From an optimization exercise on the open Yosys and OpenROAD flow, aimed at small area, a short achievable clock period and few clock cycles; shortcuts taken in it are not production practice.
Only simulation tests tie the RTL to the original design; equivalence was not proved.
Power is estimated from default activity; no workload was simulated.

`flow/config.mk`:
```
export PLATFORM = sky130hd
export DESIGN_NAME = isp_top
export DESIGN_NICKNAME = isp_top
export VERILOG_FILES = /design/flow/design.v
export SDC_FILE = /design/flow/constraint.sdc
export NUM_CORES = 4
export LEC_CHECK = 0
export ABC_AREA = 1
export CAP_MARGIN = 20
export CORE_MARGIN = 2
export CORE_UTILIZATION = 60
export CTS_CLUSTER_DIAMETER = 80
export CTS_CLUSTER_SIZE = 30
export SETUP_SLACK_MARGIN = 5
export SLEW_MARGIN = 20
```
`flow/constraint.sdc`:
```
create_clock -name core_clock -period 8.0 [get_ports {clk}]
set_input_delay 1.6000 -clock core_clock [delete_from_list [all_inputs] [get_ports {clk}]]
set_output_delay 1.6000 -clock core_clock [all_outputs]
set_load 0.01 [all_outputs]
```
`flow/design.v`:
```
`default_nettype none
package isp_pkg;
    localparam int BEATS_PER_PIC  = 192;
    localparam int PIX_PER_BEAT   = 16;
    localparam int PLANE_BEATS    = 64;
    localparam int WIN_SIZE       = 6;
    localparam int WIN_FIRST_ROW  = 13;
    localparam int WIN_FIRST_COL  = 13;
    localparam int EXPO_SHIFT     = 10;
    localparam int RESULT_LATENCY = 16;
    typedef logic [7:0]   pixel_t;
    typedef logic [127:0] beat_t;
    typedef logic [7:0]   beat_idx_t;
    typedef logic [1:0]   ratio_t;
    typedef logic [7:0]   result_t;
    typedef logic [13:0]  diff_sum_t;
endpackage
`default_nettype wire
`timescale 1ns/1ps
`default_nettype none
module isp_focus_contrast (
    input  logic       clk,
    input  logic       rst_n,
    input  logic       start,
    input  logic [7:0] t0,
    input  logic [7:0] t1,
    input  logic [7:0] t2,
    input  logic [7:0] n0,
    input  logic [7:0] u0,
    input  logic [7:0] u1,
    input  logic [7:0] u2,
    output logic       rot,
    output logic       done,
    output logic [1:0] res
);
    typedef enum logic [1:0] {
        PH_IDLE,
        PH_ROT,       
        PH_SETTLE,    
        PH_DIV        
    } phase_t;
    phase_t     phase;
    logic [1:0] pass;
    logic [3:0] e;            
    logic [3:0] cnt;
    logic       last_step;
    assign rot       = (phase == PH_ROT);
    assign last_step = (pass == 2'd2) && (e == 4'd9);
    always_ff @(posedge clk or negedge rst_n) begin
        if (!rst_n) begin
            phase <= PH_IDLE;
            done  <= 1'b0;
        end else begin
            done <= 1'b0;
            if (start) begin
                phase <= PH_ROT;
            end else begin
                case (phase)
                    PH_ROT:    if (last_step) phase <= PH_SETTLE;
                    PH_SETTLE: if (cnt == 4'd4) phase <= PH_DIV;
                    PH_DIV: begin
                        if (cnt == 4'd0) begin
                            phase <= PH_IDLE;
                            done  <= 1'b1;
                        end
                    end
                    default: ;
                endcase
            end
        end
    end
    logic [1:0] pass_n;
    logic [3:0] e_n;
    always_comb begin
        pass_n = pass;
        e_n    = e;
        if (start) begin
            pass_n = '0;
            e_n    = '0;
        end else if (rot) begin
            e_n = (e == 4'd11) ? 4'd0 : e + 4'd1;
            if (e == 4'd11) begin
                pass_n = pass + 2'd1;
            end
        end
    end
    always_ff @(posedge clk) begin
        pass <= pass_n;
        e    <= e_n;
        case (phase)
            PH_ROT:    cnt <= '0;
            PH_SETTLE: cnt <= (cnt == 4'd4) ? 4'd8 : cnt + 4'd1;
            PH_DIV:    cnt <= cnt - 4'd1;
            default:   cnt <= '0;
        endcase
    end
    logic [2:0] rn;
    logic       hn;
    logic       r14, r13, r23, r2, r04;
    logic       vd  [2];
    logic       c4d [2];
    logic       c2d [2];
    logic [1:0] sel;          
    logic       val [2];
    logic       c4  [2];
    logic       c2  [2];
    logic [7:0] opa [2];
    logic [7:0] opb [2];
    assign rn  = e_n[3:1];
    assign hn  = e_n[0];
    assign r14 = (rn >= 3'd1) && (rn <= 3'd4);
    assign r13 = (rn >= 3'd1) && (rn <= 3'd3);
    assign r23 = (rn == 3'd2) || (rn == 3'd3);
    assign r2  = (rn == 3'd2);
    assign r04 = (rn <= 3'd4);
    always_comb begin
        case (pass_n)
            2'd0: begin
                vd[0] = 1'b1;  c4d[0] = hn && r14;   c2d[0] = 1'b0;
                vd[1] = 1'b1;  c4d[1] = !hn && r14;  c2d[1] = 1'b0;
            end
            2'd1: begin
                vd[0] = r04;   c4d[0] = hn && r13;   c2d[0] = hn && r2;
                vd[1] = !hn;   c4d[1] = !hn && r14;  c2d[1] = !hn && r23;
            end
            default: begin
                vd[0] = r04;   c4d[0] = r13;         c2d[0] = 1'b0;
                vd[1] = r04;   c4d[1] = !hn && r13;  c2d[1] = !hn && r2;
            end
        endcase
    end
    always_ff @(posedge clk) begin
        sel <= {pass_n == 2'd2, pass_n == 2'd1};
        for (int j = 0; j < 2; j++) begin
            val[j] <= vd[j];
            c4[j]  <= c4d[j];
            c2[j]  <= c2d[j];
        end
    end
    always_comb begin
        opa[0] = sel[1] ? t1 : t0;
        opb[0] = sel[1] ? u1 : (sel[0] ? u0 : t1);
        opa[1] = t2;
        opb[1] = sel[1] ? u2 : (sel[0] ? n0 : t1);
    end
    logic [8:0] sd  [2];
    logic [7:0] dq  [2];
    logic       iq  [2];
    logic       q4m [2];
    logic       q2m [2];
    always_comb begin
        for (int j = 0; j < 2; j++) begin
            sd[j] = {1'b0, opa[j]} + {1'b0, ~opb[j]};
        end
    end
    always_ff @(posedge clk) begin
        for (int j = 0; j < 2; j++) begin
            dq[j]  <= (rot && val[j]) ? (sd[j][7:0] ^ {8{!sd[j][8]}}) : 8'd0;
            iq[j]  <= rot && val[j] && sd[j][8];
            q4m[j] <= c4[j];
            q2m[j] <= c2[j];
        end
    end
    logic [13:0] s6, s4;
    logic [9:0]  s2;
    logic [2:0]  k6, k4;      
    logic [1:0]  k2;          
    logic [13:0] a6x, a6y, a4x, a4y;
    logic [9:0]  a2x;
    logic        a2i;
    logic [13:0] n6, n4;
    logic [9:0]  n2;
    logic [2:0]  m6, m4;
    logic [1:0]  m2;
    logic [13:0] cs6, cc6, cs4, cc4;
    logic [14:0] cy6, cy4;
    logic [10:0] cy2;
    logic [13:0] b6, b4;
    always_comb begin
        a6x = 14'(dq[0]);
        a6y = 14'(dq[1]);
        a4x = 14'(dq[0] & {8{q4m[0]}});
        a4y = 14'(dq[1] & {8{q4m[1]}});
        a2x = 10'((dq[0] & {8{q2m[0]}}) | (dq[1] & {8{q2m[1]}}));
        a2i = (iq[0] && q2m[0]) || (iq[1] && q2m[1]);
        for (int k = 0; k < 14; k++) begin
            cs6[k] = s6[k] ^ a6x[k] ^ a6y[k];
            cc6[k] = (s6[k] & a6x[k]) | (s6[k] & a6y[k]) | (a6x[k] & a6y[k]);
            b6[k]  = (k == 0) ? iq[0] : cc6[k == 0 ? 0 : k - 1];
        end
        cy6[0] = iq[1];
        for (int k = 0; k < 14; k++) begin
            n6[k]     = cs6[k] ^ b6[k] ^ cy6[k];
            cy6[k+1]  = (cs6[k] & b6[k]) | (cs6[k] & cy6[k]) | (b6[k] & cy6[k]);
            if (k == 3 || k == 7 || k == 11) begin
                m6[k/4]  = cy6[k+1];
                cy6[k+1] = k6[k/4];
            end
        end
        for (int k = 0; k < 14; k++) begin
            cs4[k] = s4[k] ^ a4x[k] ^ a4y[k];
            cc4[k] = (s4[k] & a4x[k]) | (s4[k] & a4y[k]) | (a4x[k] & a4y[k]);
            b4[k]  = (k == 0) ? (iq[0] && q4m[0]) : cc4[k == 0 ? 0 : k - 1];
        end
        cy4[0] = iq[1] && q4m[1];
        for (int k = 0; k < 14; k++) begin
            n4[k]     = cs4[k] ^ b4[k] ^ cy4[k];
            cy4[k+1]  = (cs4[k] & b4[k]) | (cs4[k] & cy4[k]) | (b4[k] & cy4[k]);
            if (k == 3 || k == 7 || k == 11) begin
                m4[k/4]  = cy4[k+1];
                cy4[k+1] = k4[k/4];
            end
        end
        cy2[0] = a2i;
        for (int k = 0; k < 10; k++) begin
            n2[k]    = s2[k] ^ a2x[k] ^ cy2[k];
            cy2[k+1] = (s2[k] & a2x[k]) | (s2[k] & cy2[k]) | (a2x[k] & cy2[k]);
            if (k == 3 || k == 7) begin
                m2[k/4]  = cy2[k+1];
                cy2[k+1] = k2[k/4];
            end
        end
    end
    always_ff @(posedge clk) begin
        if (start) begin
            s6 <= '0;
            s4 <= '0;
            s2 <= '0;
            k6 <= '0;
            k4 <= '0;
            k2 <= '0;
        end else begin
            s6 <= n6;
            s4 <= n4;
            s2 <= n2;
            k6 <= m6;
            k4 <= m4;
            k2 <= m2;
        end
    end
    logic [5:0] rem;           
    logic [6:0] rem2;
    logic       qb6, qb2, qb4;
    logic       eq26, gt26, eq46, gt46, eq24, gt24;
    assign qb2  = (cnt <= 4'd7) ? s2[cnt + 4'd2] : 1'b0;
    assign qb4  = s4[cnt + 4'd4];
    assign rem2 = {rem, s6[cnt]};
    assign qb6  = (rem2 >= 7'd36);
    always_ff @(posedge clk) begin
        if (phase != PH_DIV) begin
            rem  <= {1'b0, s6[13:9]};
        end else begin
            rem <= 6'(qb6 ? rem2 - 7'd36 : rem2);
        end
        if (phase == PH_SETTLE) begin
            eq26 <= 1'b1;
            gt26 <= 1'b0;
            eq46 <= 1'b1;
            gt46 <= 1'b0;
            eq24 <= 1'b1;
            gt24 <= 1'b0;
        end else if (phase == PH_DIV) begin
            if (eq26 && qb2 != qb6) begin
                eq26 <= 1'b0;
                gt26 <= qb2;
            end
            if (eq46 && qb4 != qb6) begin
                eq46 <= 1'b0;
                gt46 <= qb4;
            end
            if (eq24 && qb2 != qb4) begin
                eq24 <= 1'b0;
                gt24 <= qb2;
            end
        end
    end
    always_comb begin
        if ((eq24 || gt24) && (eq26 || gt26)) begin
            res = 2'd0;
        end else if (eq46 || gt46) begin
            res = 2'd1;
        end else begin
            res = 2'd2;
        end
    end
endmodule
`default_nettype wire
`timescale 1ns/1ps
`default_nettype none
module isp_exposure_acc (
    input  logic          clk,
    input  logic [127:0]  x,
    output logic [10:0]   sa,
    output logic [10:0]   sb
);
    logic s1;
    logic c2;
    logic s3;
    logic c4;
    logic s5;
    logic c6;
    logic s7;
    logic c8;
    logic s9;
    logic c10;
    logic s11;
    logic c12;
    logic s13;
    logic c14;
    logic s15;
    logic c16;
    logic s17;
    logic c18;
    logic s19;
    logic c20;
    logic s21;
    logic c22;
    logic s23;
    logic c24;
    logic s25;
    logic c26;
    logic s27;
    logic c28;
    logic s29;
    logic c30;
    logic s31;
    logic c32;
    logic s33;
    logic c34;
    logic s35;
    logic c36;
    logic s37;
    logic c38;
    logic s39;
    logic c40;
    logic s41;
    logic c42;
    logic s43;
    logic c44;
    logic s45;
    logic c46;
    logic s47;
    logic c48;
    logic s49;
    logic c50;
    logic s51;
    logic c52;
    logic s53;
    logic c54;
    logic s55;
    logic c56;
    logic s57;
    logic c58;
    logic s59;
    logic c60;
    logic s61;
    logic c62;
    logic s63;
    logic c64;
    logic s65;
    logic c66;
    logic s67;
    logic c68;
    logic s69;
    logic c70;
    logic s71;
    logic c72;
    logic s73;
    logic c74;
    logic s75;
    logic c76;
    logic s77;
    logic c78;
    logic s79;
    logic c80;
    logic s81;
    logic c82;
    logic s83;
    logic c84;
    logic s85;
    logic c86;
    logic s87;
    logic c88;
    logic s89;
    logic c90;
    logic s91;
    logic c92;
    logic s93;
    logic c94;
    logic s95;
    logic c96;
    logic s97;
    logic c98;
    logic s99;
    logic c100;
    logic s101;
    logic c102;
    logic s103;
    logic c104;
    logic s105;
    logic c106;
    logic s107;
    logic c108;
    logic s109;
    logic c110;
    logic s111;
    logic c112;
    logic s113;
    logic c114;
    logic s115;
    logic c116;
    logic s117;
    logic c118;
    logic s119;
    logic c120;
    logic s121;
    logic c122;
    logic s123;
    logic c124;
    logic s125;
    logic c126;
    logic s127;
    logic c128;
    logic q129;
    logic q130;
    logic q131;
    logic q132;
    logic q133;
    logic q134;
    logic q135;
    logic q136;
    logic q137;
    logic q138;
    logic q139;
    logic q140;
    logic q141;
    logic q142;
    logic q143;
    logic q144;
    logic q145;
    logic q146;
    logic q147;
    logic q148;
    logic q149;
    logic q150;
    logic q151;
    logic q152;
    logic q153;
    logic q154;
    logic q155;
    logic q156;
    logic q157;
    logic q158;
    logic q159;
    logic q160;
    logic q161;
    logic q162;
    logic q163;
    logic q164;
    logic q165;
    logic q166;
    logic q167;
    logic q168;
    logic q169;
    logic q170;
    logic q171;
    logic q172;
    logic q173;
    logic q174;
    logic q175;
    logic q176;
    logic q177;
    logic q178;
    logic q179;
    logic q180;
    logic q181;
    logic q182;
    logic q183;
    logic q184;
    logic q185;
    logic q186;
    logic q187;
    logic q188;
    logic q189;
    logic q190;
    logic q191;
    logic q192;
    logic s193;
    logic c194;
    logic s195;
    logic c196;
    logic s197;
    logic c198;
    logic s199;
    logic c200;
    logic s201;
    logic c202;
    logic s203;
    logic c204;
    logic s205;
    logic c206;
    logic s207;
    logic c208;
    logic s209;
    logic c210;
    logic s211;
    logic c212;
    logic s213;
    logic c214;
    logic s215;
    logic c216;
    logic s217;
    logic c218;
    logic s219;
    logic c220;
    logic s221;
    logic c222;
    logic s223;
    logic c224;
    logic s225;
    logic c226;
    logic s227;
    logic c228;
    logic s229;
    logic c230;
    logic s231;
    logic c232;
    logic s233;
    logic c234;
    logic s235;
    logic c236;
    logic s237;
    logic c238;
    logic s239;
    logic c240;
    logic s241;
    logic c242;
    logic s243;
    logic c244;
    logic s245;
    logic c246;
    logic s247;
    logic c248;
    logic s249;
    logic c250;
    logic s251;
    logic c252;
    logic s253;
    logic c254;
    logic s255;
    logic c256;
    logic s257;
    logic c258;
    logic s259;
    logic c260;
    logic s261;
    logic c262;
    logic s263;
    logic c264;
    logic s265;
    logic c266;
    logic s267;
    logic c268;
    logic s269;
    logic c270;
    logic s271;
    logic c272;
    logic s273;
    logic c274;
    logic s275;
    logic c276;
    logic s277;
    logic c278;
    logic s279;
    logic c280;
    logic s281;
    logic c282;
    assign s1 = x[0] ^ x[8] ^ x[16];
    assign c2 = (x[0] & x[8]) | (x[0] & x[16]) | (x[8] & x[16]);
    assign s3 = x[24] ^ x[32] ^ x[40];
    assign c4 = (x[24] & x[32]) | (x[24] & x[40]) | (x[32] & x[40]);
    assign s5 = x[48] ^ x[56] ^ x[64];
    assign c6 = (x[48] & x[56]) | (x[48] & x[64]) | (x[56] & x[64]);
    assign s7 = x[72] ^ x[80] ^ x[88];
    assign c8 = (x[72] & x[80]) | (x[72] & x[88]) | (x[80] & x[88]);
    assign s9 = x[96] ^ x[104] ^ x[112];
    assign c10 = (x[96] & x[104]) | (x[96] & x[112]) | (x[104] & x[112]);
    assign s11 = x[1] ^ x[9] ^ x[17];
    assign c12 = (x[1] & x[9]) | (x[1] & x[17]) | (x[9] & x[17]);
    assign s13 = x[25] ^ x[33] ^ x[41];
    assign c14 = (x[25] & x[33]) | (x[25] & x[41]) | (x[33] & x[41]);
    assign s15 = x[49] ^ x[57] ^ x[65];
    assign c16 = (x[49] & x[57]) | (x[49] & x[65]) | (x[57] & x[65]);
    assign s17 = x[73] ^ x[81] ^ x[89];
    assign c18 = (x[73] & x[81]) | (x[73] & x[89]) | (x[81] & x[89]);
    assign s19 = x[97] ^ x[105] ^ x[113];
    assign c20 = (x[97] & x[105]) | (x[97] & x[113]) | (x[105] & x[113]);
    assign s21 = x[2] ^ x[10] ^ x[18];
    assign c22 = (x[2] & x[10]) | (x[2] & x[18]) | (x[10] & x[18]);
    assign s23 = x[26] ^ x[34] ^ x[42];
    assign c24 = (x[26] & x[34]) | (x[26] & x[42]) | (x[34] & x[42]);
    assign s25 = x[50] ^ x[58] ^ x[66];
    assign c26 = (x[50] & x[58]) | (x[50] & x[66]) | (x[58] & x[66]);
    assign s27 = x[74] ^ x[82] ^ x[90];
    assign c28 = (x[74] & x[82]) | (x[74] & x[90]) | (x[82] & x[90]);
    assign s29 = x[98] ^ x[106] ^ x[114];
    assign c30 = (x[98] & x[106]) | (x[98] & x[114]) | (x[106] & x[114]);
    assign s31 = x[3] ^ x[11] ^ x[19];
    assign c32 = (x[3] & x[11]) | (x[3] & x[19]) | (x[11] & x[19]);
    assign s33 = x[27] ^ x[35] ^ x[43];
    assign c34 = (x[27] & x[35]) | (x[27] & x[43]) | (x[35] & x[43]);
    assign s35 = x[51] ^ x[59] ^ x[67];
    assign c36 = (x[51] & x[59]) | (x[51] & x[67]) | (x[59] & x[67]);
    assign s37 = x[75] ^ x[83] ^ x[91];
    assign c38 = (x[75] & x[83]) | (x[75] & x[91]) | (x[83] & x[91]);
    assign s39 = x[99] ^ x[107] ^ x[115];
    assign c40 = (x[99] & x[107]) | (x[99] & x[115]) | (x[107] & x[115]);
    assign s41 = x[4] ^ x[12] ^ x[20];
    assign c42 = (x[4] & x[12]) | (x[4] & x[20]) | (x[12] & x[20]);
    assign s43 = x[28] ^ x[36] ^ x[44];
    assign c44 = (x[28] & x[36]) | (x[28] & x[44]) | (x[36] & x[44]);
    assign s45 = x[52] ^ x[60] ^ x[68];
    assign c46 = (x[52] & x[60]) | (x[52] & x[68]) | (x[60] & x[68]);
    assign s47 = x[76] ^ x[84] ^ x[92];
    assign c48 = (x[76] & x[84]) | (x[76] & x[92]) | (x[84] & x[92]);
    assign s49 = x[100] ^ x[108] ^ x[116];
    assign c50 = (x[100] & x[108]) | (x[100] & x[116]) | (x[108] & x[116]);
    assign s51 = x[5] ^ x[13] ^ x[21];
    assign c52 = (x[5] & x[13]) | (x[5] & x[21]) | (x[13] & x[21]);
    assign s53 = x[29] ^ x[37] ^ x[45];
    assign c54 = (x[29] & x[37]) | (x[29] & x[45]) | (x[37] & x[45]);
    assign s55 = x[53] ^ x[61] ^ x[69];
    assign c56 = (x[53] & x[61]) | (x[53] & x[69]) | (x[61] & x[69]);
    assign s57 = x[77] ^ x[85] ^ x[93];
    assign c58 = (x[77] & x[85]) | (x[77] & x[93]) | (x[85] & x[93]);
    assign s59 = x[101] ^ x[109] ^ x[117];
    assign c60 = (x[101] & x[109]) | (x[101] & x[117]) | (x[109] & x[117]);
    assign s61 = x[6] ^ x[14] ^ x[22];
    assign c62 = (x[6] & x[14]) | (x[6] & x[22]) | (x[14] & x[22]);
    assign s63 = x[30] ^ x[38] ^ x[46];
    assign c64 = (x[30] & x[38]) | (x[30] & x[46]) | (x[38] & x[46]);
    assign s65 = x[54] ^ x[62] ^ x[70];
    assign c66 = (x[54] & x[62]) | (x[54] & x[70]) | (x[62] & x[70]);
    assign s67 = x[78] ^ x[86] ^ x[94];
    assign c68 = (x[78] & x[86]) | (x[78] & x[94]) | (x[86] & x[94]);
    assign s69 = x[102] ^ x[110] ^ x[118];
    assign c70 = (x[102] & x[110]) | (x[102] & x[118]) | (x[110] & x[118]);
    assign s71 = x[7] ^ x[15] ^ x[23];
    assign c72 = (x[7] & x[15]) | (x[7] & x[23]) | (x[15] & x[23]);
    assign s73 = x[31] ^ x[39] ^ x[47];
    assign c74 = (x[31] & x[39]) | (x[31] & x[47]) | (x[39] & x[47]);
    assign s75 = x[55] ^ x[63] ^ x[71];
    assign c76 = (x[55] & x[63]) | (x[55] & x[71]) | (x[63] & x[71]);
    assign s77 = x[79] ^ x[87] ^ x[95];
    assign c78 = (x[79] & x[87]) | (x[79] & x[95]) | (x[87] & x[95]);
    assign s79 = x[103] ^ x[111] ^ x[119];
    assign c80 = (x[103] & x[111]) | (x[103] & x[119]) | (x[111] & x[119]);
    assign s81 = s1 ^ s3 ^ s5;
    assign c82 = (s1 & s3) | (s1 & s5) | (s3 & s5);
    assign s83 = s7 ^ s9 ^ x[120];
    assign c84 = (s7 & s9) | (s7 & x[120]) | (s9 & x[120]);
    assign s85 = s11 ^ s13 ^ s15;
    assign c86 = (s11 & s13) | (s11 & s15) | (s13 & s15);
    assign s87 = s17 ^ s19 ^ x[121];
    assign c88 = (s17 & s19) | (s17 & x[121]) | (s19 & x[121]);
    assign s89 = c2 ^ c4 ^ c6;
    assign c90 = (c2 & c4) | (c2 & c6) | (c4 & c6);
    assign s91 = s21 ^ s23 ^ s25;
    assign c92 = (s21 & s23) | (s21 & s25) | (s23 & s25);
    assign s93 = s27 ^ s29 ^ x[122];
    assign c94 = (s27 & s29) | (s27 & x[122]) | (s29 & x[122]);
    assign s95 = c12 ^ c14 ^ c16;
    assign c96 = (c12 & c14) | (c12 & c16) | (c14 & c16);
    assign s97 = s31 ^ s33 ^ s35;
    assign c98 = (s31 & s33) | (s31 & s35) | (s33 & s35);
    assign s99 = s37 ^ s39 ^ x[123];
    assign c100 = (s37 & s39) | (s37 & x[123]) | (s39 & x[123]);
    assign s101 = c22 ^ c24 ^ c26;
    assign c102 = (c22 & c24) | (c22 & c26) | (c24 & c26);
    assign s103 = s41 ^ s43 ^ s45;
    assign c104 = (s41 & s43) | (s41 & s45) | (s43 & s45);
    assign s105 = s47 ^ s49 ^ x[124];
    assign c106 = (s47 & s49) | (s47 & x[124]) | (s49 & x[124]);
    assign s107 = c32 ^ c34 ^ c36;
    assign c108 = (c32 & c34) | (c32 & c36) | (c34 & c36);
    assign s109 = s51 ^ s53 ^ s55;
    assign c110 = (s51 & s53) | (s51 & s55) | (s53 & s55);
    assign s111 = s57 ^ s59 ^ x[125];
    assign c112 = (s57 & s59) | (s57 & x[125]) | (s59 & x[125]);
    assign s113 = c42 ^ c44 ^ c46;
    assign c114 = (c42 & c44) | (c42 & c46) | (c44 & c46);
    assign s115 = s61 ^ s63 ^ s65;
    assign c116 = (s61 & s63) | (s61 & s65) | (s63 & s65);
    assign s117 = s67 ^ s69 ^ x[126];
    assign c118 = (s67 & s69) | (s67 & x[126]) | (s69 & x[126]);
    assign s119 = c52 ^ c54 ^ c56;
    assign c120 = (c52 & c54) | (c52 & c56) | (c54 & c56);
    assign s121 = s71 ^ s73 ^ s75;
    assign c122 = (s71 & s73) | (s71 & s75) | (s73 & s75);
    assign s123 = s77 ^ s79 ^ x[127];
    assign c124 = (s77 & s79) | (s77 & x[127]) | (s79 & x[127]);
    assign s125 = c62 ^ c64 ^ c66;
    assign c126 = (c62 & c64) | (c62 & c66) | (c64 & c66);
    assign s127 = c72 ^ c74 ^ c76;
    assign c128 = (c72 & c74) | (c72 & c76) | (c74 & c76);
    assign s193 = q131 ^ q132 ^ q133;
    assign c194 = (q131 & q132) | (q131 & q133) | (q132 & q133);
    assign s195 = q134 ^ q135 ^ q136;
    assign c196 = (q134 & q135) | (q134 & q136) | (q135 & q136);
    assign s197 = q138 ^ q139 ^ q140;
    assign c198 = (q138 & q139) | (q138 & q140) | (q139 & q140);
    assign s199 = q141 ^ q142 ^ q143;
    assign c200 = (q141 & q142) | (q141 & q143) | (q142 & q143);
    assign s201 = q146 ^ q147 ^ q148;
    assign c202 = (q146 & q147) | (q146 & q148) | (q147 & q148);
    assign s203 = q149 ^ q150 ^ q151;
    assign c204 = (q149 & q150) | (q149 & q151) | (q150 & q151);
    assign s205 = q154 ^ q155 ^ q156;
    assign c206 = (q154 & q155) | (q154 & q156) | (q155 & q156);
    assign s207 = q157 ^ q158 ^ q159;
    assign c208 = (q157 & q158) | (q157 & q159) | (q158 & q159);
    assign s209 = q162 ^ q163 ^ q164;
    assign c210 = (q162 & q163) | (q162 & q164) | (q163 & q164);
    assign s211 = q165 ^ q166 ^ q167;
    assign c212 = (q165 & q166) | (q165 & q167) | (q166 & q167);
    assign s213 = q170 ^ q171 ^ q172;
    assign c214 = (q170 & q171) | (q170 & q172) | (q171 & q172);
    assign s215 = q173 ^ q174 ^ q175;
    assign c216 = (q173 & q174) | (q173 & q175) | (q174 & q175);
    assign s217 = q178 ^ q179 ^ q180;
    assign c218 = (q178 & q179) | (q178 & q180) | (q179 & q180);
    assign s219 = q181 ^ q182 ^ q183;
    assign c220 = (q181 & q182) | (q181 & q183) | (q182 & q183);
    assign s221 = q186 ^ q187 ^ q188;
    assign c222 = (q186 & q187) | (q186 & q188) | (q187 & q188);
    assign s223 = q189 ^ q190 ^ q191;
    assign c224 = (q189 & q190) | (q189 & q191) | (q190 & q191);
    assign s225 = s193 ^ s195 ^ q137;
    assign c226 = (s193 & s195) | (s193 & q137) | (s195 & q137);
    assign s227 = s197 ^ s199 ^ q144;
    assign c228 = (s197 & s199) | (s197 & q144) | (s199 & q144);
    assign s229 = q145 ^ c194 ^ c196;
    assign c230 = (q145 & c194) | (q145 & c196) | (c194 & c196);
    assign s231 = s201 ^ s203 ^ q152;
    assign c232 = (s201 & s203) | (s201 & q152) | (s203 & q152);
    assign s233 = q153 ^ c198 ^ c200;
    assign c234 = (q153 & c198) | (q153 & c200) | (c198 & c200);
    assign s235 = s205 ^ s207 ^ q160;
    assign c236 = (s205 & s207) | (s205 & q160) | (s207 & q160);
    assign s237 = q161 ^ c202 ^ c204;
    assign c238 = (q161 & c202) | (q161 & c204) | (c202 & c204);
    assign s239 = s209 ^ s211 ^ q168;
    assign c240 = (s209 & s211) | (s209 & q168) | (s211 & q168);
    assign s241 = q169 ^ c206 ^ c208;
    assign c242 = (q169 & c206) | (q169 & c208) | (c206 & c208);
    assign s243 = s213 ^ s215 ^ q176;
    assign c244 = (s213 & s215) | (s213 & q176) | (s215 & q176);
    assign s245 = q177 ^ c210 ^ c212;
    assign c246 = (q177 & c210) | (q177 & c212) | (c210 & c212);
    assign s247 = s217 ^ s219 ^ q184;
    assign c248 = (s217 & s219) | (s217 & q184) | (s219 & q184);
    assign s249 = q185 ^ c214 ^ c216;
    assign c250 = (q185 & c214) | (q185 & c216) | (c214 & c216);
    assign s251 = s221 ^ s223 ^ c218;
    assign c252 = (s221 & s223) | (s221 & c218) | (s223 & c218);
    assign s253 = q192 ^ c222 ^ c224;
    assign c254 = (q192 & c222) | (q192 & c224) | (c222 & c224);
    assign s255 = s227 ^ s229 ^ c226;
    assign c256 = (s227 & s229) | (s227 & c226) | (s229 & c226);
    assign s257 = s231 ^ s233 ^ c228;
    assign c258 = (s231 & s233) | (s231 & c228) | (s233 & c228);
    assign s259 = s235 ^ s237 ^ c232;
    assign c260 = (s235 & s237) | (s235 & c232) | (s237 & c232);
    assign s261 = s239 ^ s241 ^ c236;
    assign c262 = (s239 & s241) | (s239 & c236) | (s241 & c236);
    assign s263 = s243 ^ s245 ^ c240;
    assign c264 = (s243 & s245) | (s243 & c240) | (s245 & c240);
    assign s265 = s247 ^ s249 ^ c244;
    assign c266 = (s247 & s249) | (s247 & c244) | (s249 & c244);
    assign s267 = s251 ^ c220 ^ c248;
    assign c268 = (s251 & c220) | (s251 & c248) | (c220 & c248);
    assign s269 = s257 ^ c230 ^ c256;
    assign c270 = (s257 & c230) | (s257 & c256) | (c230 & c256);
    assign s271 = s259 ^ c234 ^ c258;
    assign c272 = (s259 & c234) | (s259 & c258) | (c234 & c258);
    assign s273 = s261 ^ c238 ^ c260;
    assign c274 = (s261 & c238) | (s261 & c260) | (c238 & c260);
    assign s275 = s263 ^ c242 ^ c262;
    assign c276 = (s263 & c242) | (s263 & c262) | (c242 & c262);
    assign s277 = s265 ^ c246 ^ c264;
    assign c278 = (s265 & c246) | (s265 & c264) | (c246 & c264);
    assign s279 = s267 ^ c250 ^ c266;
    assign c280 = (s267 & c250) | (s267 & c266) | (c250 & c266);
    assign s281 = s253 ^ c252 ^ c268;
    assign c282 = (s253 & c252) | (s253 & c268) | (c252 & c268);
    always_ff @(posedge clk) begin
        q129 <= s81;
        q130 <= s83;
        q131 <= s85;
        q132 <= s87;
        q133 <= s89;
        q134 <= c8;
        q135 <= c10;
        q136 <= c82;
        q137 <= c84;
        q138 <= s91;
        q139 <= s93;
        q140 <= s95;
        q141 <= c18;
        q142 <= c20;
        q143 <= c86;
        q144 <= c88;
        q145 <= c90;
        q146 <= s97;
        q147 <= s99;
        q148 <= s101;
        q149 <= c28;
        q150 <= c30;
        q151 <= c92;
        q152 <= c94;
        q153 <= c96;
        q154 <= s103;
        q155 <= s105;
        q156 <= s107;
        q157 <= c38;
        q158 <= c40;
        q159 <= c98;
        q160 <= c100;
        q161 <= c102;
        q162 <= s109;
        q163 <= s111;
        q164 <= s113;
        q165 <= c48;
        q166 <= c50;
        q167 <= c104;
        q168 <= c106;
        q169 <= c108;
        q170 <= s115;
        q171 <= s117;
        q172 <= s119;
        q173 <= c58;
        q174 <= c60;
        q175 <= c110;
        q176 <= c112;
        q177 <= c114;
        q178 <= s121;
        q179 <= s123;
        q180 <= s125;
        q181 <= c68;
        q182 <= c70;
        q183 <= c116;
        q184 <= c118;
        q185 <= c120;
        q186 <= s127;
        q187 <= c78;
        q188 <= c80;
        q189 <= c122;
        q190 <= c124;
        q191 <= c126;
        q192 <= c128;
        sa <= {c254, s281, s279, s277, s275, s273, s271, s269, s255, s225, q129};
        sb <= {c282, c280, c278, c276, c274, c272, c270, 1'b0, 1'b0, 1'b0, q130};
    end
endmodule
`default_nettype wire
`timescale 1ns/1ps
`default_nettype none
module isp_top (
    input  logic             clk,
    input  logic             rst_n,
    input  logic             in_valid,
    input  logic             in_mode,
    input  isp_pkg::ratio_t  in_ratio_mode,
    input  logic             pix_valid,
    input  isp_pkg::beat_t   pix_data,
    output logic             busy,
    output logic             out_valid,
    output isp_pkg::result_t out_data
);
    logic [7:0] bcnt;       
    logic       mode_q;
    logic [1:0] ratio_q;
    logic       busy_q;
    logic       rmode;      
    logic [1:0] rratio;
    logic       last0;
    assign last0 = pix_valid && (bcnt == 8'd191);
    always_ff @(posedge clk or negedge rst_n) begin
        if (!rst_n) begin
            busy_q <= 1'b0;
        end else if (in_valid) begin
            busy_q <= 1'b1;
        end else if (last0) begin
            busy_q <= 1'b0;
        end
    end
    always_ff @(posedge clk) begin
        if (in_valid) begin
            bcnt    <= '0;
            mode_q  <= in_mode;
            ratio_q <= in_ratio_mode;
        end else if (pix_valid) begin
            bcnt <= last0 ? 8'd0 : bcnt + 8'd1;
        end
        if (last0) begin
            rmode  <= mode_q;
            rratio <= ratio_q;
        end
    end
    assign busy = busy_q;
    logic red0, green0, blue0, wrow0;
    assign red0   = (bcnt[7:6] == 2'd0);
    assign green0 = (bcnt[7:6] == 2'd1);
    assign blue0  = (bcnt[7:6] == 2'd2);
    assign wrow0  = (bcnt[5:0] >= 6'd26) && (bcnt[5:0] <= 6'd37);
    logic       sat;
    logic [3:0] colmask0;
    logic [7:0] bcnt_n;
    logic [1:0] ratio_n;
    logic       mode_n;
    logic [3:0] thr_n;
    logic [127:0] xbits;
    assign bcnt_n  = in_valid ? 8'd0 : (pix_valid ? (last0 ? 8'd0 : bcnt + 8'd1) : bcnt);
    assign ratio_n = in_valid ? in_ratio_mode : ratio_q;
    assign mode_n  = in_valid ? in_mode : mode_q;
    assign thr_n   = (bcnt_n[7:6] == 2'd1) ? 4'(3 - ratio_n) : 4'(4 - ratio_n);
    always_ff @(posedge clk) begin
        sat <= mode_n && (ratio_n == 2'd3);
        for (int j = 0; j < 4; j++) begin
            colmask0[j] <= (4'(j) >= thr_n);
        end
    end
    always_comb begin
        for (int i = 0; i < 16; i++) begin
            for (int j = 0; j < 7; j++) begin
                xbits[8*i + j] = (j >= 4 || colmask0[j % 4]) && (pix_data[8*i + j] || (sat && pix_data[8*i + 7]));
            end
            xbits[8*i + 7] = !sat && pix_data[8*i + 7];
        end
    end
    logic [10:0] sa, sb;
    isp_exposure_acc i_tree (
        .clk (clk),
        .x   (xbits),
        .sa  (sa),
        .sb  (sb)
    );
    logic        v1, v2, e3;
    logic        first1, first2, last1, last2, g1, g2;
    logic [18:0] acc;     
    logic [10:0] acc_lo;
    logic [7:0]  acc_hi;
    logic [1:0]  acc_k;
    always_ff @(posedge clk or negedge rst_n) begin
        if (!rst_n) begin
            v1    <= 1'b0;
            v2    <= 1'b0;
            e3    <= 1'b0;
        end else begin
            v1    <= pix_valid;
            v2    <= v1;
            e3    <= v2 && last2;
        end
    end
    always_ff @(posedge clk) begin
        last1 <= last0;
        last2 <= last1;
    end
    always_ff @(posedge clk) begin
        first1 <= pix_valid && (bcnt == 8'd0);
        first2 <= first1;
        g1     <= green0;
        g2     <= g1;
        {acc_k, acc_lo} <= 13'(first2 ? 11'd0 : acc_lo)
                         + (!v2 ? 13'd0 : g2 ? 13'(sa) : 13'(sa[10:1]))
                         + (!v2 ? 13'd0 : g2 ? 13'(sb) : 13'(sb[10:1]));
        acc_hi <= first2 ? 8'd0 : acc_hi + 8'(acc_k);
    end
    assign acc = {acc_hi + 8'(acc_k), acc_lo};
    logic [7:0] expo_res;
    always_comb begin
        case (rratio)
            2'd0:    expo_res = {2'b0, acc[18:13]};
            2'd1:    expo_res = {1'b0, acc[18:12]};
            2'd2:    expo_res = acc[18:11];
            default: expo_res = acc[17:10];
        endcase
    end
    logic       wv1, wred1, wend1;
    logic [6:0] wp1 [3];
    always_ff @(posedge clk or negedge rst_n) begin
        if (!rst_n) begin
            wv1    <= 1'b0;
        end else begin
            wv1    <= pix_valid && !mode_q && wrow0;
        end
    end
    always_ff @(posedge clk) begin
        wred1 <= red0;
        wend1 <= blue0 && (bcnt[5:0] == 6'd37);
        for (int j = 0; j < 3; j++) begin
            if (bcnt[0]) begin
                wp1[j] <= green0 ? pix_data[8*j + 1 +: 7] : {1'b0, pix_data[8*j + 2 +: 6]};
            end else begin
                wp1[j] <= green0 ? pix_data[8*(13 + j) + 1 +: 7] : {1'b0, pix_data[8*(13 + j) + 2 +: 6]};
            end
        end
    end
    logic [7:0] ch [3][12];
    logic       pact;         
    logic       chain_en;
    assign chain_en = wv1 || pact;
    always_ff @(posedge clk) begin
        if (chain_en) begin
            for (int j = 0; j < 3; j++) begin
                ch[j][0] <= (wred1 && wv1 ? 8'd0 : ch[j][11]) + (wv1 ? 8'(wp1[j]) : 8'd0);
                for (int k = 1; k < 12; k++) begin
                    ch[j][k] <= ch[j][k-1];
                end
            end
        end
    end
    logic       fdone_p;
    logic [1:0] fres;
    isp_focus_contrast i_contrast (
        .clk   (clk),
        .rst_n (rst_n),
        .start (wv1 && wend1),
        .t0    (ch[0][11]),
        .t1    (ch[1][11]),
        .t2    (ch[2][11]),
        .n0    (ch[0][10]),
        .u0    (ch[0][9]),
        .u1    (ch[1][9]),
        .u2    (ch[2][9]),
        .rot   (pact),
        .done  (fdone_p),
        .res   (fres)
    );
    logic pend, fire, fdone;
    assign fire = (e3 || pend) && (rmode || fdone);
    always_ff @(posedge clk or negedge rst_n) begin
        if (!rst_n) begin
            pend      <= 1'b0;
            fdone     <= 1'b0;
            out_valid <= 1'b0;
            out_data  <= '0;
        end else begin
            pend      <= !fire && (pend || e3);
            fdone     <= !fire && (fdone || fdone_p);
            out_valid <= fire;
            out_data  <= fire ? (rmode ? expo_res : {6'd0, fres}) : 8'd0;
        end
    end
endmodule
`default_nettype wire
```
`flow/flow/run.sh`:
```
#!/bin/bash
# The standard layout (standard.sh), with plain buffers (buf_1) on the
# ports instead of the delay buffers buffer_ports picks by default, and
# timing repair aimed at a setup slack of 5 ns.
set -euo pipefail
mkdir -p logs
export BUFFER_PORTS_ARGS="-buffer_cell sky130_fd_sc_hd__buf_1"
bash standard.sh SETUP_SLACK_MARGIN=5 finish > logs/standard.log 2>&1
```
`flow/standard.sh`:
```
#!/bin/bash
# synth_recipe.tcl (not shown) runs the flow's synth.tcl, then flattens the netlist and writes it again
# the make line also repeats each setting of config.mk as NAME=value (left out here)
make -C /OpenROAD-flow-scripts/flow DESIGN_CONFIG=/design/flow/config.mk WORK_HOME=/design/flow/orfs CLKGATE_MAP_FILE= SYNTH_SCRIPT=/design/flow/synth_recipe.tcl "${@:-finish}"
```
==> results of run 1 <==
-- final cells by class --
cell class,instances,area share
multi-input combinational,1329,0.3453
clock buffer,34,0.02898
clock inverter,15,0.006643
sequential,557,0.5153
tap,539,0.02452
timing repair buffer,159,0.02493
inverter,390,0.05360
timing repair inverter,3,0.0006370
-- state kept, by name, indices dropped and copies added (netlist names), 3 cells and up --
name and count:
i_contrast.rem 6, colmask0 4, acc_hi 8, ch 288, i_contrast.k6 3, i_contrast.e 4
bcnt 8, i_contrast.cnt 4, i_contrast.s6 14, i_contrast.s2 10, i_contrast.s4 14, wp1 21
i_contrast.dq 16, i_tree.sa 11, i_contrast.k4 3, acc_lo 11, out_data 8, i_tree.sb 8
-- critical path, cell delays in order (launching register included) --
cell and delay (ns):
dfrtp_1 0.36, buf_4 0.21, nand2_2 0.23, clkinvlp_4 0.25, nor2_1 0.42, inv_1 0.12
fa_1 0.44, o21ai_0 0.31, a21oi_1 0.11, nor2_1 0.10, nor2_1 0.06, xnor2_1 0.12
-- power breakdown --
| part | switching, mW | internal [mW] | total, mW |
|---|---|---|---|
| Combinational | 0.867 | 0.680 | 1.55 |
| Sequential | 0.130 | 3.22 | 3.35 |
| Clock | 0.914 | 0.801 | 1.71 |
| Total | 1.91 | 4.70 | 6.61 |
-- Yosys cell counts (2+ instances only) --
cell type | count | area share
inv_1 | 386 | 0.057
nand2_1 | 366 | 0.054
edfxtp_1 | 291 | 0.35
nor2_1 | 275 | 0.041
dfxtp_1 | 247 | 0.20
fa_1 | 167 | 0.13
a21oi_1 | 95 | 0.019
o21ai_0 | 94 | 0.019
ha_1 | 79 | 0.039
nand3_1 | 67 | 0.013
clkbuf_1 | 36 | 0.0054
xor2_1 | 33 | 0.011
o22ai_1 | 22 | 0.0055
or2_2 | 21 | 0.0052
dfrtp_1 | 19 | 0.019
xnor2_1 | 16 | 0.0056
o211ai_1 | 14 | 0.0042
a22oi_1 | 13 | 0.0039
nand4_1 | 13 | 0.0032
nor3_1 | 9 | 0.0018
a22o_1 | 7 | 0.0024
buf_2 | 7 | 0.0014
inv_2 | 3 | 0.00045
nand2_2 | 3 | 0.00074
nor2_2 | 3 | 0.00074
a21boi_0 | 2 | 0.00059
a31oi_1 | 2 | 0.00050
a41oi_1 | 2 | 0.00069
and3_1 | 2 | 0.00050
buf_1 | 2 | 0.00030
nand3_2 | 2 | 0.00079
nor3_2 | 2 | 0.00079
nor4_1 | 2 | 0.00050
o21ai_2 | 2 | 0.00069
-- through the flow --
stage | power, mW | hold slack [ns] | std cells | area, sq um
2_1_floorplan | 4.470 | 0.3096 | 2322 | 25250
3_3_place_gp | 4.892 | 0.3115 | 2967 | 26350
3_5_place_dp | 4.966 | 0.3128 | 2967 | 26350
4_1_cts | 6.671 | 0.3374 | 3018 | 27360
5_1_grt | 7.009 | 0.3434 | 3026 | 27500
6_report | 6.613 | 0.3315 | 3026 | 27500
-- what timing repair did --
action                                 4_1_cts  5_1_grt
resized for setup                            7       26
setup buffers                                0        6
pin swaps                                    0        1
endpoints found under the hold margin        0        0
cloned                                       2        1
setup endpoints to repair                   31      120
-- logic make-up after synthesis --
family                     Yosys count  share of synthesized area
xor gates and xnor gates            49                    0.01701
buffers and inverters              436                    0.06536
DFF                                557                     0.5611
adders and majority gates          246                     0.1717
AOI/OAI and AO/OA                  264                    0.05985
muxes                                1                  0.0003967
and+or+nand+nor                    769                     0.1246
-- layer usage --
metal,wire length [um],GRT usage,up-vias
met2,24640,0.3998,442
met1,23810,0.3541,7577
met3,3387,0.03907,68
met4,1218,0.05837,0
met5,0,0,-
li1,-,-,7698
-- final timing paths --
kind / startpoint / endpoint / cells after the start
max in group asynchronous: rst_n / i_contrast.phase[1]$_DFFE_PN0P_ / 2
hold reg to reg: last1$_DFF_P_ / last2$_DFF_P_ / 0
setup / recovery: wv1$_DFF_PN0_ / ch[0][6]$_DFFE_PP_ / 11
hold / removal: last1$_DFF_P_ / last2$_DFF_P_ / 0
min in group asynchronous: rst_n / out_data[4]$_DFF_PN0_ / 1
setup reg to reg: wv1$_DFF_PN0_ / ch[0][6]$_DFFE_PP_ / 11
==> flow_metrics.env, run 1 <==
export IMPL_status="timing/DRC/antenna clean"
export IMPL_min_period_ns=2.975
export IMPL_fin_util=0.6585
export IMPL_worstPathArrival_ns=3.33
export IMPL_dpl_hpwl_um=40920
export IMPL_yosysWarnings=20
export IMPL_netlist_instances=2322
export IMPL_cts_root_buf="clkbuf_16"
export IMPL_ios=145
export IMPL_hold_viol=0
export IMPL_max_vdd_ir_drop_mv=0.2300
export IMPL_crit_fanout=24
export IMPL_worst_slew_pin_slew_ns=0.9551
export IMPL_ant_nets=0
export IMPL_fin_worst_skew_ns=0.02437
export IMPL_synth_area_per_cell_sq_um=10.87
export IMPL_antenna_cells=0
export IMPL_register_area_sq_um=14170
export IMPL_gr_total_overflow=0
export IMPL_reg2reg_slack_ns=5.02
export IMPL_synth_edf_count=291
export IMPL_cts_tree="done"
export IMPL_fill_cells=3316
export IMPL_rsz0062_at_grt="true"
export IMPL_cts_hold_buf=0
export IMPL_dieArea_sq_um=43710
export IMPL_drc=0
export IMPL_totalWireLength_um=53060
export IMPL_die_w_um=209.1
export IMPL_fin_crit_sh=0.3719
export IMPL_cts_sink_count=557
export IMPL_drt_initial_drc_count=1327
export IMPL_hold_class="reg2reg"
export IMPL_timing_fmax_mhz=336.1
export IMPL_track_usage=0.2465
export IMPL_layout_common_cells="inv_1, nand2_1, edfxtp_1, nor2_1, dfxtp_1"
export IMPL_drive_gt1_frac=0.05187
export IMPL_worst_slack_ns=5.025
export IMPL_ys_ff_latch=557
export IMPL_grt_max_degree=131
export IMPL_report_final_setup_viol=0
export IMPL_cts_made_buffers=28
export IMPL_power_density_nw_per_um2=240.5
export IMPL_relSlewSlack=0.3632
export IMPL_die_y_um=209.1
export IMPL_syn_nets=2703
export IMPL_start_kind="flip-flop"
export IMPL_multiInputGateArea_sq_um=9497
export IMPL_place_congestion=0.9354
export IMPL_maxCapViolations=0
export IMPL_tns_ns=0
export IMPL_wl_per_cell_um=17.53
export IMPL_initial_utilization=0.6042
export IMPL_first_pass_iters=7
export IMPL_worstSetupPathType="reg2reg"
export IMPL_grt_pass1_wl_um=83260
export IMPL_vias=15790
export IMPL_clk_pin_slew_ns=0.10
export IMPL_drv_slew=0
export IMPL_synth_distinct_cells=52
export IMPL_coreArea_sq_um=41760
export IMPL_finish_net_count=2849
export IMPL_pre_cts_slack_ns=4.552
export IMPL_synth_seq_area_share=0.5611
export IMPL_syn_to_final_growth_pct=8.986
export IMPL_cts_htree_levels=1
export IMPL_synth_flop_cell="edfxtp_1"
export IMPL_syn_area_sq_um=25230
export IMPL_rows=75
export IMPL_io_buffers=144
export IMPL_layout_commonest_cell="inv_1"
export IMPL_required_ns=8.35
export IMPL_grt_pass1_vias=15680
export IMPL_cts_buffer_depth=3
export IMPL_viasPerCell=5.216
export IMPL_antenna_found_initial=0
export IMPL_p_leak_nw=11.88
export IMPL_clock_latency_ns=0.59
export IMPL_synth_async_reset_ratio=0.03411
export IMPL_cp_end_kind="flip-flop"
Testbench counts, summed over its fixed seeds: cycles 18,626.
==> run 2: changes to the inputs <==
==> flow/flow/run.sh (replaced) <==
#!/bin/bash
# The standard layout (standard.sh), with plain buffers (buf_1) on the
# ports instead of the delay buffers buffer_ports picks by default, and
# timing repair aimed at a setup slack of 5.4 ns.
set -euo pipefail
mkdir -p logs
export BUFFER_PORTS_ARGS="-buffer_cell sky130_fd_sc_hd__buf_1"
bash standard.sh SETUP_SLACK_MARGIN=5.4 finish > logs/standard.log 2>&1
==> flow_metrics.env, run 2 <==
export IMPL_power_density_nw_per_um2=241.3
export IMPL_clk_pin_slew_ns=0.10
export IMPL_p_switching_mw=2.220
export IMPL_register_area_sq_um=14200
export IMPL_grt_pass1_wl_um=87450
export IMPL_syn_to_final_growth_pct=17.23
export IMPL_synth_area_per_cell_sq_um=10.87
export IMPL_fin_worst_skew_ns=0.03114
export IMPL_worstPathArrival_ns=1.12
export IMPL_synth_edf_count=291
export IMPL_synth_flop_cell="edfxtp_1"
export IMPL_cts_htree_levels=1
export IMPL_worst_slack_ns=5.278
export IMPL_min_period_ns=2.722
export IMPL_regMostFlops="ch"
export IMPL_worstSetupPathType="reg2out"
export IMPL_worst_slew_pin_slew_ns=0.8497
export IMPL_ys_ff_latch=557
export IMPL_cts_made_buffers=30
export IMPL_finish_net_count=2904
export IMPL_dpl_hpwl_um=40940
export IMPL_synth_most_common_cell="inv_1"
export IMPL_switching_share=0.3110
export IMPL_report_final_setup_viol=0
export IMPL_tns_ns=0
export IMPL_drt_initial_drc_count=1408
export IMPL_synth_seq_area_share=0.5611
export IMPL_synth_async_reset_ratio=0.03411
export IMPL_coreArea_sq_um=41760
export IMPL_ant_nets=0
export IMPL_reg2reg_slack_ns=5.31
export IMPL_dieArea_sq_um=43710
export IMPL_crit_chain="clkbuf_2"
export IMPL_clkPwrFrac=0.260
export IMPL_cts_root_buf="clkbuf_16"
export IMPL_largest_reg_flops=288
export IMPL_first_pass_iters=6
export IMPL_pre_cts_slack_ns=4.459
export IMPL_wl_per_cell_um=18.36
export IMPL_antenna_cells=0
export IMPL_antenna_found_initial=1
export IMPL_hold_viol=0
export IMPL_synth_top_cell_by_area="edfxtp_1"
export IMPL_crit_fanout=2
export IMPL_multiInputGateArea_sq_um=10750
export IMPL_drive_gt1_frac=0.1936
export IMPL_track_usage=0.2578
export IMPL_seqPwrFrac=0.469
export IMPL_synth_top_area_frac=0.3463
export IMPL_required_ns=6.40
export IMPL_max_vdd_ir_drop_mv=0.2117
export IMPL_timing_fmax_mhz=367.4
export IMPL_syn_area_sq_um=25230
export IMPL_crit_slowest_cell="dfrtp_1"
export IMPL_crit_family="flip-flops"
export IMPL_io_buffers=144
export IMPL_rsz0062_at_grt="true"
export IMPL_finalPower_mw=7.138
export IMPL_clock_latency_ns=0.62
export IMPL_synth_distinct_cells=52
export IMPL_cts_sink_count=557
export IMPL_reg_top3="ch: 288 flops, wp1: 21 flops, i_contrast.dq: 16 flops"
export IMPL_fin_crit_sh=0.3402
export IMPL_grt_max_degree=122
export IMPL_drc=0
export IMPL_slowest_delay_ns=0.39
export IMPL_grt_pass1_vias=16480
export IMPL_layout_commonest_cell="inv_1"
export IMPL_rows=75
export IMPL_ios=145
export IMPL_p_int_mw=4.918
export IMPL_cts_tree="done"
export IMPL_start_kind="flip-flop"
export IMPL_synth_commonest_cells="inv_1, nand2_1, edfxtp_1, nor2_1, dfxtp_1"
export IMPL_die_w_um=209.1
export IMPL_cts_hold_buf=0
export IMPL_drv_slew=0
export IMPL_p_leak_nw=12.44
export IMPL_p_comb_frac=0.271
export IMPL_fin_util=0.7083
export IMPL_vias=16350
export IMPL_relSlewSlack=0.4335
export IMPL_cts_buffer_depth=3
export IMPL_syn_nets=2703
export IMPL_viasPerCell=5.297
export IMPL_cp_end_kind="output pin"
export IMPL_totalWireLength_um=56670
export IMPL_crit_buf_inv=1
export IMPL_status="timing/DRC/antenna clean"
export IMPL_maxCapViolations=0
export IMPL_fill_cells=2971
export IMPL_gr_total_overflow=0
export IMPL_hold_class="reg2reg"
export IMPL_netlist_instances=2322
export IMPL_yosys_top_cells_area="edfxtp_1, dfxtp_1, fa_1"
export IMPL_layout_common_cells="inv_1, nand2_1, edfxtp_1, dfxtp_1, nor2_1"
export IMPL_die_y_um=209.1
export IMPL_place_congestion=0.8840
export IMPL_yosysWarnings=20
export IMPL_initial_utilization=0.6042
[run 2: repair_timing]
action                     4_1_cts  5_1_grt
resized for setup              153      135
buffers inserted                32       23
cloned                           5        3
setup endpoints to repair      158      115
pin swaps                       51       76
[run 2: final cells by class]
class | instances | share of cell area
Clock inverter | 20 | 0.009813
Multi-Input combinational cell | 1333 | 0.3633
Sequential cell | 557 | 0.4799
Timing Repair Buffer | 208 | 0.04069
Timing Repair inverter | 3 | 0.0007614
Inverter | 390 | 0.05482
Tap cell | 539 | 0.02280
Clock buffer | 36 | 0.02792
[run 2: worst paths after layout]
check,depth (start not counted),start,endpoint
worst max-delay path,1,busy_q$_DFFE_PN0P_,busy
worst min-delay path,0,i_contrast.c4[1]$_DFF_P_,i_contrast.q4m[1]$_DFF_P_
worst max register to register,13,v2$_DFF_PN0_,acc_k[1]$_DFF_P_
worst min register to register,0,i_contrast.c4[1]$_DFF_P_,i_contrast.q4m[1]$_DFF_P_
max in group asynchronous,1,rst_n,i_contrast.phase[1]$_DFFE_PN0P_
min in group asynchronous,1,rst_n,out_data[6]$_DFF_PN0_
[run 2: cell families (layout without fill, tap and decap cells)]
kind of cell             Yosys count  after routing  share of synthesized area
AO/OA/AOI/OAI                    264            265                    0.05985
XOR/XNOR                          49             49                    0.01701
adder cells (fa/ha/maj)          246            246                     0.1717
buffers and inverters            436            657                    0.06536
flip-flops                       557            557                     0.5611
multiplexers                       1              1                  0.0003967
AND/OR/NAND/NOR                  769            772                     0.1246
[run 2: metal layers]
layer	global-route usage	vias up	share of wire	routed length, um
li1	-	7845	-	-
met1	0.3612	7996	0.44	25160
met2	0.4323	414	0.48	27290
met3	0.02795	91	0.044	2514
met4	0.07291	2	0.030	1694
met5	0	-	0.00023	13
[run 2: metrics by stage]
step,hold slack [ns],cell area (sq um),std cells
2_1_floorplan,0.3096,25920,2322
3_5_place_dp,0.3128,27000,2967
3_3_place_gp,0.3101,27000,2967
4_1_cts,0.3340,28910,3060
6_report,0.3319,29580,3086
5_1_grt,0.3325,29580,3086
[run 2: power groups by stage]
stage	clock [mW]	combinational [mW]	sequential [mW]
after floorplan	0	1.16	3.36
after global placement	0	1.57	3.41
after detailed placement	0	1.68	3.41
after CTS	1.90	1.85	3.35
after global routing	1.98	2.17	3.37
final	1.85	1.93	3.35
==> run 3: changes to the inputs <==
==> flow/flow/run.sh (replaced) <==
#!/bin/bash
# The standard layout (standard.sh), with plain buffers (buf_1) on the
# ports instead of the delay buffers buffer_ports picks by default, and
# timing repair aimed at a setup slack of 5.2 ns.
set -euo pipefail
mkdir -p logs
export BUFFER_PORTS_ARGS="-buffer_cell sky130_fd_sc_hd__buf_1"
bash standard.sh SETUP_SLACK_MARGIN=5.2 finish > logs/standard.log 2>&1
==> flow_metrics.env, run 3 <==
export IMPL_status="timing/DRC/antenna clean"
export IMPL_wl_per_cell_um=17.86
export IMPL_hold_viol=0
export IMPL_fin_crit_sh=0.3468
export IMPL_worst_slack_ns=5.225
export IMPL_p_leak_nw=12.04
export IMPL_drive_gt1_frac=0.1096
export IMPL_dpl_hpwl_um=41210
export IMPL_vias=16060
export IMPL_ys_ff_latch=557
export IMPL_ant_nets=0
export IMPL_min_period_ns=2.775
export IMPL_die_y_um=209.1
export IMPL_timing_fmax_mhz=360.4
export IMPL_relSlewSlack=0.5018
export IMPL_synth_async_reset_ratio=0.03411
export IMPL_tns_ns=0
export IMPL_worst_slew_pin_slew_ns=0.7473
export IMPL_reg_top3="ch: 288 flops, wp1: 21 flops, i_contrast.dq: 16 flops"
export IMPL_largest_reg_flops=288
export IMPL_cp_end_kind="flip-flop"
export IMPL_grt_max_degree=122
export IMPL_fill_cells=3212
export IMPL_cts_made_buffers=27
export IMPL_report_final_setup_viol=0
export IMPL_drc=0
export IMPL_place_congestion=0.8853
export IMPL_drt_initial_drc_count=1152
export IMPL_cts_buffer_depth=3
export IMPL_clk_pin_slew_ns=0.10
export IMPL_pre_cts_slack_ns=4.568
export IMPL_io_buffers=144
export IMPL_power_density_nw_per_um2=237.5
export IMPL_synth_distinct_cells=52
export IMPL_yosys_top_cells_area="edfxtp_1, dfxtp_1, fa_1"
export IMPL_fin_worst_skew_ns=0.02393
export IMPL_clock_latency_ns=0.59
export IMPL_rsz0062_at_grt="true"
export IMPL_synth_top_cell_by_area="edfxtp_1"
export IMPL_maxCapViolations=0
export IMPL_yosysWarnings=20
export IMPL_synth_top_area_frac=0.3463
export IMPL_syn_nets=2703
export IMPL_synth_area_per_cell_sq_um=10.87
export IMPL_dieArea_sq_um=43710
export IMPL_die_w_um=209.1
export IMPL_syn_area_sq_um=25230
export IMPL_antenna_found_initial=0
export IMPL_cts_hold_buf=0
export IMPL_netlist_instances=2322
export IMPL_startpoint="pix_data[95]"
export IMPL_totalWireLength_um=54420
export IMPL_gr_total_overflow=0
export IMPL_drv_slew=0
export IMPL_start_kind="primary input"
export IMPL_finish_net_count=2869
export IMPL_worstSetupPathType="in2reg"
export IMPL_cts_tree="done"
export IMPL_cts_sink_count=557
export IMPL_viasPerCell=5.268
export IMPL_rows=75
export IMPL_r2r_start="i_contrast.dq[1][0]$_SDFF_PN0_"
export IMPL_synth_edf_count=291
export IMPL_worstPathArrival_ns=3.30
export IMPL_ios=145
export IMPL_cts_root_buf="clkbuf_16"
export IMPL_layout_commonest_cell="inv_1"
export IMPL_stdcell_count=3048
export IMPL_coreArea_sq_um=41760
export IMPL_track_usage=0.2529
export IMPL_place_inst=2969
export IMPL_cts_htree_levels=1
export IMPL_layout_common_cells="inv_1, nand2_1, edfxtp_1, nor2_1, dfxtp_1"
export IMPL_synth_flop_cell="edfxtp_1"
export IMPL_min_from="first1$_DFF_P_"
export IMPL_synth_seq_area_share=0.5611
export IMPL_max_vdd_ir_drop_mv=0.1835
export IMPL_regMostFlops="ch"
export IMPL_first_pass_iters=6
export IMPL_initial_utilization=0.6042
export IMPL_synth_commonest_cells="inv_1, nand2_1, edfxtp_1, nor2_1, dfxtp_1"
export IMPL_grt_pass1_vias=16170
export IMPL_syn_to_final_growth_pct=12.06
export IMPL_grt_pass1_wl_um=85860
export IMPL_crit_fanout=7
export IMPL_required_ns=8.53
export IMPL_hold_class="reg2reg"
export IMPL_synth_most_common_cell="inv_1"
==> run 3: cell families (layout without fill, tap and decap cells) <==
family,after synthesis,after routing,synth area share
adder cells (fa/ha/maj),246,246,0.1717
other,0,1,0
AND/OR/NAND/NOR,769,771,0.1246
AO/OA/AOI/OAI,264,264,0.05985
flip-flops,557,557,0.5611
multiplexers,1,1,0.0003967
buffers and inverters,436,620,0.06536
XOR/XNOR,49,49,0.01701
==> run 3: path summary, 6_finish.rpt <==
path	end	slack, ns	cells past startpoint
worst min register to register	first2$_DFF_P_	0.33	0
worst max-delay path	i_tree.q130$_DFF_P_	5.23	7
worst min-delay path	first2$_DFF_P_	0.33	0
worst max register to register	i_contrast.s6[3]$_SDFF_PP0_	5.30	7
min in group asynchronous	busy_q$_DFFE_PN0P_	0.94	1
max in group asynchronous	i_contrast.phase[1]$_DFFE_PN0P_	6.71	1
==> run 3: worst max-delay path: stages <==
cell and delay, ns:
buf_1 0.24, nand2_8 0.09, inv_8 0.14, o21ai_2 0.08, fa_1 0.56, inv_1 0.06
fa_2 0.53
==> run 3: layout make-up <==
type                    instances  area (sq um)  area share
clock inverters                17         244.0    0.008629
repair inverters                3         20.02   0.0007081
flip-flops and latches        557         14190      0.5017
multi-input cells            1331         10060      0.3557
repair buffers                178         844.6     0.02987
clock buffers                  32         715.7     0.02531
diodes                          1         2.502  0.00008851
well taps                     539         674.4     0.02385
inverters                     390          1529     0.05408
==> run 3: metrics by stage <==
step	cell area, sq um	util	total power, mW	hold slack [ns]
detailed placement	26780	0.6414	5.017	0.3121
CTS	27950	0.6693	6.735	0.3288
global route	28270	0.6770	7.136	0.3397
finish	28270	0.6771	6.716	0.3277
floorplan	25670	-	4.502	0.3096
global placement	26780	0.6413	4.957	0.3110
==> run 3: where the power goes <==
| part | switching (mW) | total, mW | internal, mW |
|---|---|---|---|
| Clock | 0.956 | 1.71 | 0.755 |
| Sequential | 0.125 | 3.35 | 3.22 |
| Combinational | 0.922 | 1.66 | 0.738 |
==> run 3: repair_timing <==
action                     CTS  global route
resized for setup           40            61
pin swaps                    3             8
buffers inserted            11            13
gates cloned                 4             1
setup endpoints to repair  114           100
==> run 3: routing by layer <==
| metal | wire (um) | part of all wire | global-route usage |
|---|---|---|---|
| met1 | 24600 | 0.45 | 0.3615 |
| met2 | 25950 | 0.48 | 0.4214 |
| met3 | 2689 | 0.049 | 0.02720 |
| met4 | 1184 | 0.022 | 0.06059 |
| met5 | 0 | 0 | 0 |
==> run 4: changes to the inputs <==
==> flow/flow/run.sh (replaced) <==
#!/bin/bash
# The standard layout (standard.sh), with plain buffers (buf_1) on the
# ports instead of the delay buffers buffer_ports picks by default, and
# timing repair aimed at a setup slack of 5.3 ns.
set -euo pipefail
mkdir -p logs
export BUFFER_PORTS_ARGS="-buffer_cell sky130_fd_sc_hd__buf_1"
bash standard.sh SETUP_SLACK_MARGIN=5.3 finish > logs/standard.log 2>&1
==> flow_metrics.env, run 4 <==
export IMPL_worst_slew_pin_slew_ns=0.7411
export IMPL_fill_cells=3121
export IMPL_maxCapViolations=0
export IMPL_relSlewSlack=0.5059
export IMPL_largest_reg_flops=288
export IMPL_worstSetupPathType="reg2out"
export IMPL_yosys_top_cells_area="edfxtp_1, dfxtp_1, fa_1"
export IMPL_grt_pass1_vias=16170
export IMPL_netlist_instances=2322
export IMPL_start_kind="flip-flop"
export IMPL_synth_distinct_cells=52
export IMPL_crit_family="flip-flops"
export IMPL_ys_ff_latch=557
export IMPL_grt_pass1_wl_um=85060
export IMPL_min_period_ns=2.724
export IMPL_max_vdd_ir_drop_mv=0.1743
export IMPL_min_from="i_contrast.c4[0]$_DFF_P_"
export IMPL_syn_area_sq_um=25230
export IMPL_tns_ns=0
export IMPL_crit_chain="clkbuf_2"
export IMPL_crit_buf_inv=1
export IMPL_reg2reg_to="i_contrast.s4[7]$_SDFF_PP0_"
export IMPL_synth_top_family_by_area="adder cells"
export IMPL_synthAdderAreaFrac=0.1717
export IMPL_synth_mux_area_fraction=0.0003967
export IMPL_drv_slew=0
export IMPL_initial_utilization=0.6042
export IMPL_status="timing/DRC/antenna clean"
export IMPL_fin_worst_skew_ns=0.02969
export IMPL_slowest_delay_ns=0.38
export IMPL_drive_gt1_frac=0.1520
export IMPL_drt_initial_drc_count=1245
export IMPL_regMostFlops="ch"
export IMPL_p_leak_nw=12.22
export IMPL_cts_made_buffers=30
export IMPL_crit_fanout=2
export IMPL_antenna_cells=0
export IMPL_antenna_found_initial=0
export IMPL_clk_pin_slew_ns=0.10
export IMPL_cts_tree="done"
export IMPL_pre_cts_slack_ns=4.529
export IMPL_report_final_setup_viol=0
export IMPL_worst_slack_ns=5.276
export IMPL_timing_fmax_mhz=367.1
export IMPL_synth_commonest_cells="inv_1, nand2_1, edfxtp_1, nor2_1, dfxtp_1"
export IMPL_coreArea_sq_um=41760
export IMPL_cts_sink_count=557
export IMPL_power_density_nw_per_um2=240.0
export IMPL_reg2reg_depth=11
export IMPL_synth_flop_cell="edfxtp_1"
export IMPL_synth_top_cell_by_area="edfxtp_1"
export IMPL_hold_viol=0
export IMPL_reg_top3="ch: 288 flops, wp1: 21 flops, i_contrast.dq: 16 flops"
export IMPL_syn_nets=2703
export IMPL_synth_seq_area_share=0.5611
export IMPL_reg2reg_slack_ns=5.34
export IMPL_finish_net_count=2884
export IMPL_first_pass_iters=8
export IMPL_crit_slowest_cell="dfrtp_1"
export IMPL_vias=16280
export IMPL_hold_class="reg2reg"
export IMPL_cts_htree_levels=1
export IMPL_synth_async_reset_ratio=0.03411
export IMPL_multiInputGateArea_sq_um=10270
export IMPL_r2r_start="i_contrast.q4m[0]$_DFF_P_"
export IMPL_viasPerCell=5.310
export IMPL_cts_root_buf="clkbuf_16"
export IMPL_gr_total_overflow=0
export IMPL_hold_depth=0
export IMPL_synth_xor_area_frac=0.01701
export IMPL_clock_latency_ns=0.62
export IMPL_min_to="i_contrast.q4m[0]$_DFF_P_"
export IMPL_rows=75
export IMPL_synth_compound_area_frac=0.05985
export IMPL_rsz0062_at_grt="true"
export IMPL_ios=145
export IMPL_die_y_um=209.1
export IMPL_synth_simple_area_share=0.1246
export IMPL_syn_to_final_growth_pct=14.09
export IMPL_die_w_um=209.1
export IMPL_synth_area_per_cell_sq_um=10.87
export IMPL_synth_top_area_frac=0.3463
export IMPL_worstPathArrival_ns=1.12
export IMPL_track_usage=0.2515
export IMPL_layout_common_cells="inv_1, nand2_1, edfxtp_1, nor2_1, dfxtp_1"
export IMPL_fin_crit_sh=0.3405
export IMPL_layout_commonest_cell="inv_1"
export IMPL_io_buffers=144
export IMPL_cp_end_kind="output pin"
export IMPL_synth_most_common_cell="inv_1"
export IMPL_register_area_sq_um=14190
export IMPL_cts_buffer_depth=3
export IMPL_drc=0
export IMPL_grt_max_degree=126
export IMPL_place_congestion=0.9123
export IMPL_dpl_hpwl_um=40520
export IMPL_required_ns=6.40
export IMPL_dieArea_sq_um=43710
export IMPL_synth_edf_count=291
export IMPL_ant_nets=0
export IMPL_wl_per_cell_um=17.79
export IMPL_yosysWarnings=20
export IMPL_totalWireLength_um=54540
-- run 4: cell count changes in the layout (fill, tap and decap cells not counted), moves of 12 or more --
cell / delta
fa_2: +15
fa_1: -15
buf_4: +12
inv_2: +12
inv_1: -14
buf_1: -19
-- run 4: logic make-up after synthesis --
logic type | Yosys count
and+or+nand+nor | 769
DFF | 557
buffers and inverters | 436
AOI/OAI and AO/OA | 264
adders and majority gates | 246
xor gates and xnor gates | 49
muxes | 1
-- run 4: cell type report --
| cell class | count | area share |
|---|---|---|
| clock inverter | 21 | 0.01056 |
| sequential | 557 | 0.4928 |
| multi-input combinational | 1331 | 0.3569 |
| timing repair buffer | 190 | 0.03451 |
| inverter | 390 | 0.05394 |
| tap | 539 | 0.02343 |
| clock buffer | 35 | 0.02708 |
| timing repair inverter | 3 | 0.0007823 |
-- run 4: what timing repair did --
action                     in CTS  in global routing
pin swaps                       6                 22
resized for setup              87                 80
setup endpoints to repair     275                257
hold endpoints to repair        0                  0
buffers inserted               15                 21
gates cloned                    5                  1
hold buffers                    0                  0
-- run 4: worst max path at each step --
stage	start	slack, ns	cells after the start	to
floorplan	i_contrast.phase[1]$_DFFE_PN0P_	4.85	2	ch[0][0]$_DFFE_PP_
CTS	busy_q$_DFFE_PN0P_	5.24	1	busy
global placement	pix_data[55]	4.55	7	i_tree.q129$_DFF_P_
global route	i_contrast.q4m[0]$_DFF_P_	5.20	11	i_contrast.s4[3]$_SDFF_PP0_
finish	busy_q$_DFFE_PN0P_	5.28	1	busy
detailed placement	pix_data[55]	4.53	7	i_tree.q138$_DFF_P_
-- run 4: power breakdown --
part | leakage (nW) | internal [mW] | switching (mW)
clock | 0.525 | 0.781 | 1.03
sequential | 4.91 | 3.22 | 0.131
combinational | 6.79 | 0.774 | 0.970
-- run 4: routing by layer --
layer | GRT usage | wire (um) | vias to the layer above
met3 | 0.03246 | 3018 | 98
met5 | 0 | 0 | -
li1 | - | - | 7803
met1 | 0.3543 | 23900 | 7878
met2 | 0.4121 | 25830 | 502
met4 | 0.07906 | 1790 | 0
-- run 4: metrics by stage --
| stage | total power, mW | util | hold slack [ns] | std cells | area (sq um) |
|---|---|---|---|---|---|
| floorplan | 4.510 | - | 0.3096 | 2322 | 25790 |
| global placement | 5.007 | 0.6440 | 0.3107 | 2968 | 26890 |
| detailed placement | 5.067 | 0.6440 | 0.3121 | 2968 | 26890 |
| CTS | 6.916 | 0.6794 | 0.3278 | 3044 | 28370 |
| global route | 7.313 | 0.6894 | 0.3331 | 3066 | 28790 |
| finish | 6.908 | 0.6894 | 0.3276 | 3066 | 28790 |

Re-timed with assumed drivers on the ports (clkbuf_16 on the clock, buf_2 on other inputs), run 4 has 5.215 ns of setup slack against 5.276 ns with ideal ports, and 4.701 ns once port delays also move by the mid clock arrival of 0.663 ns.
